Context: an optimization exercise on an open-source flow, tuned for a short achievable clock period and few clock cycles. The choices shown serve that exercise and are no tape-out recipe. RTL that was checked went through simulation tests only; none was proved equivalent to the original. Power is estimated from default activity; no workload was simulated.

== raven ==
// mips_core
module mips_core (
    input  logic                                clk,
    input  logic                                reset,
    input  logic                                run,
    input  logic                                imem_we,
    input  logic [$clog2(64)-1:0] imem_addr,
    input  mips_pkg::word_t                     imem_wdata,
    output logic                                retire,
    output mips_pkg::pc_t                       retire_pc,
    output logic                                wb_en,
    output mips_pkg::reg_addr_t                 wb_reg,
    output mips_pkg::word_t                     wb_data,
    output logic                                overflow,
    output logic                                store_en,
    output mips_pkg::word_t                     store_addr,
    output mips_pkg::word_t                     store_data
);
    logic        reset_q, we_q;
    logic [5:0]  wa_q;
    logic [31:0] wd_q;
    always_ff @(posedge clk)
    begin
        reset_q <= reset;
        we_q    <= imem_we;
        wa_q    <= imem_addr;
        wd_q    <= imem_wdata;
    end
    logic [31:0] imem   [64];
    logic [5:0]  pd_tgt [64];    
    logic        pd_red [64];    
    logic        flip   [64];    
    logic [5:0]  w_op;
  ...
For scale: ~15000 cells after synthesis, about 160 I/O pins.
clock: 12.0 ns
lec_check: 0
abc_clock_period_in_ps: 4000
cap_margin: 20
core_margin: 2
core_utilization: 55
slew_margin: 20
standard.sh (not shown) runs the stock make flow with config.mk's settings and CLKGATE_MAP_FILE= SYNTH_SCRIPT=/design/flow/synth_recipe.tcl, a recipe that flattens the netlist after the stock synthesis.
==> flow/flow/run.sh <==
#!/bin/bash
set -euo pipefail
M=SETUP_SLACK_MARGIN=8.6
bash standard.sh $M place > flow_place.log 2>&1
RES=orfs/results/${FLOW_PLATFORM}/mips_core/base
openroad -no_init -exit -threads ${NUM_CORES:-4} flow/move_out_flops.tcl > flow_move.log 2>&1
bash standard.sh $M finish > flow_finish.log 2>&1
==> flow/flow/move_out_flops.tcl <==
# Move each output port's driving flip-flop next to the port's buffer, then
# legalise. Reads and rewrites the placed design (3_place.odb).
set res "orfs/results/$::env(FLOW_PLATFORM)/mips_core/base"
read_db $res/3_place.odb
set block [ord::get_db_block]

proc driver_of {net} {
  foreach it [$net getITerms] {
    if {[$it isOutputSignal]} { return $it }
  }
  return ""
}

set moved 0
foreach bterm [$block getBTerms] {
  if {[$bterm getIoType] ne "OUTPUT"} { continue }
  set net [$bterm getNet]
  if {$net eq "NULL"} { continue }
  set drv [driver_of $net]
  if {$drv eq ""} { continue }
  set buf [$drv getInst]
  set loc [$buf getLocation]
  set inst $buf
  # walk back through buffers to the flip-flop
  for {set k 0} {$k < 4} {incr k} {
    set in_net ""
    foreach it [$inst getITerms] {
      if {[$it isInputSignal]} { set in_net [$it getNet] }
    }
    if {$in_net eq "" || $in_net eq "NULL"} { break }
    set d [driver_of $in_net]
    if {$d eq ""} { break }
    set inst [$d getInst]
    set m [[$inst getMaster] getName]
    if {[string match "*df*" $m]} {
      # only when the flop drives nothing else
      if {[llength [$in_net getITerms]] == 2} {
        $inst setLocation [lindex $loc 0] [lindex $loc 1]
        $inst setPlacementStatus PLACED
        incr moved
      }
      break
    }
    if {![string match "*buf*" $m]} { break }
  }
}
puts "moved $moved flip-flops"
if {[info exists ::env(CELL_PAD_IN_SITES_DETAIL_PLACEMENT)]} {
  set_placement_padding -global -left $::env(CELL_PAD_IN_SITES_DETAIL_PLACEMENT) -right $::env(CELL_PAD_IN_SITES_DETAIL_PLACEMENT)
}
detailed_placement
check_placement -verbose
write_db $res/3_place.odb
Testbench counts of raven, summed over its fixed seeds: cycles 11,601.
Relative to raven, the following input files were edited for delta:
--- a/flow/flow/run.sh
+++ b/flow/flow/run.sh
@@ -3 +3 @@
-M=SETUP_SLACK_MARGIN=8.6
+M=SETUP_SLACK_MARGIN=8.3
[summary]
delta: flow completed, timing, DRC and antenna clean
Both conditions hold for raven: the flow ran to the end and the final layout passed the timing, design-rule and antenna checks.
met1 routing resource usage after global routing, raven and delta, lower one = raven.
Looking at design area, delta sits below raven.
Taking raven as the reference point, the global-route wire length before repair of delta falls by 1.1%.
delta ended up with retire as its capture point of the worst path; raven ended up with wb_data[6].

## the reference run
mips_core, a different RTL version from the one above (not shown whole).
Size: roughly 160 I/O pins.
// mips_core
module mips_core (
    input  logic                                clk,
    input  logic                                reset,
    input  logic                                run,
    input  logic                                imem_we,
    input  logic [$clog2(64)-1:0] imem_addr,
    input  mips_pkg::word_t                     imem_wdata,
    output logic                                retire,
    output mips_pkg::pc_t                       retire_pc,
    output logic                                wb_en,
    output mips_pkg::reg_addr_t                 wb_reg,
    output mips_pkg::word_t                     wb_data,
    output logic                                overflow,
    output logic                                store_en,
    output mips_pkg::word_t                     store_addr,
    output mips_pkg::word_t                     store_data
);
    logic [31:0] imem   [64];
    logic [5:0]  pd_tgt [64];    
    logic        pd_red [64];    
    logic        flip   [64];    
    logic [5:0]  w_op;
    logic        w_j, w_br, w_same, w_red;
    logic [5:0]  w_tgt;
    assign w_op   = imem_wdata[31:26];
    assign w_j    = (w_op == 6'h02);
    assign w_br   = (w_op == 6'h04) || (w_op == 6'h05);
    assign w_same = (imem_wdata[25:21] == imem_wdata[20:16]);
    assign w_tgt  = w_j ? imem_wdata[5:0] : (imem_addr + 6'd1 + imem_wdata[5:0]);
    assign w_red  = w_j || (w_br && (w_same ? !w_op[0] : (imem_wdata[15] || w_op[0])));
    always_ff @(posedge clk)
    begin
        if (imem_we)
        begin
            imem[imem_addr]   <= imem_wdata;
            pd_tgt[imem_addr] <= w_tgt;
            pd_red[imem_addr] <= w_red;
        end
    end
    logic [5:0]  pc_f;
    logic        v_d, pred_d;
    logic [31:0] ins_d;
    logic [5:0]  pc_d, alt_d;
    logic        v_e, pred_e;
    logic [5:0]  pc_e, alt_e;
    logic [31:0] a_e, b_e, t_e;
    logic        fa_e, fb_e, ft_e;
    logic        rw_e, ld_e, st_e, beq_e, bne_e, ovf_e, sub_e;
    logic [2:0]  sel_e;
    logic [4:0]  dst_e;
    logic [5:0]  ea_e;
    logic [31:0] ains_e;
    logic        ared_e;
    logic [5:0]  anext_e, aalt_e;
    localparam logic [2:0] SEL_SUM = 3'd0, SEL_AND = 3'd1, SEL_OR = 3'd2, SEL_NOR = 3'd3,
                           SEL_SLT = 3'd4, SEL_B = 3'd5;
    logic        mispredict, issue, fetch_ok, ld_haz;
  ...
clock: 12.0 ns
lec_check: 0
abc_clock_period_in_ps: 4000
cap_margin: 20
core_margin: 2
core_utilization: 55
slew_margin: 20
==> flow/flow/run.sh <==
#!/bin/bash
set -euo pipefail
bash standard.sh SETUP_SLACK_MARGIN=7.8 finish > flow_make.log 2>&1
--- input diff the reference run..the trial run ---
==> flow/flow/run.sh <==
#!/bin/bash
set -euo pipefail
bash standard.sh SETUP_SLACK_MARGIN=8.3 finish > flow_make.log 2>&1
==> summary.txt <==
[diff] shortest clock period the worst path allows after layout, the trial run relative to the reference run: improvement. Number of vias in the routed layout for the trial run is higher than for the reference run. The trial run vs the reference run, via count of the first global-routing pass went up by 2740. Wire length of the first global-routing pass (the trial run over the reference run): increase, 2.9%. The reference run ended up with fewer cell instances than the trial run did. [compare] base=the reference run new=the trial run: power climbed 4.2%; largest net degree at the start of global routing shrank by 61. The global-route usage over all layers in the trial run was higher than what the reference run gave.
No functional check of the RTL was part of any run of this note.

afterwards: timing with drivers on the ports:
The flow's constraints put no driver on any port. The routed layouts listed below were extracted and timed again, unchanged, in two steps.
Step 1 sets driving cells, clkbuf_16 on the clock port and buf_2 on the other inputs (assumed; they add their load-dependent delay and slew).
Step 2 also shifts input and output timing later by t, the mid clock arrival at the registers, as if the neighbouring blocks saw the same clock.
Slacks: ideal ports / drivers / drivers and shift; pairs: ideal ports / drivers.
run	t, ns	setup WS [ns]	hold WS [ns]	latest minus earliest clock arrival (ns)	worst slew at a driven data input, ns
raven	1.219	8.014 / 7.889 / 7.359	0.308 / 0.308 / 0.308	0.121 / 0.122	0.16
delta	1.263	8.020 / 7.875 / 7.029	0.313 / 0.313 / 0.313	0.084 / 0.084	0.17
the reference run	1.222	7.633 / 7.682 / 6.503	0.472 / 0.472 / 0.472	0.051 / 0.052	0.23
the trial run	1.222	7.795 / 7.746 / 6.972	0.443 / 0.443 / 0.443	0.063 / 0.062	0.22
After both steps every run listed still meets setup and hold. The setup slack of the reference run, which loses most, moves by +0.049 ns with the drivers and by -1.130 ns with both steps.
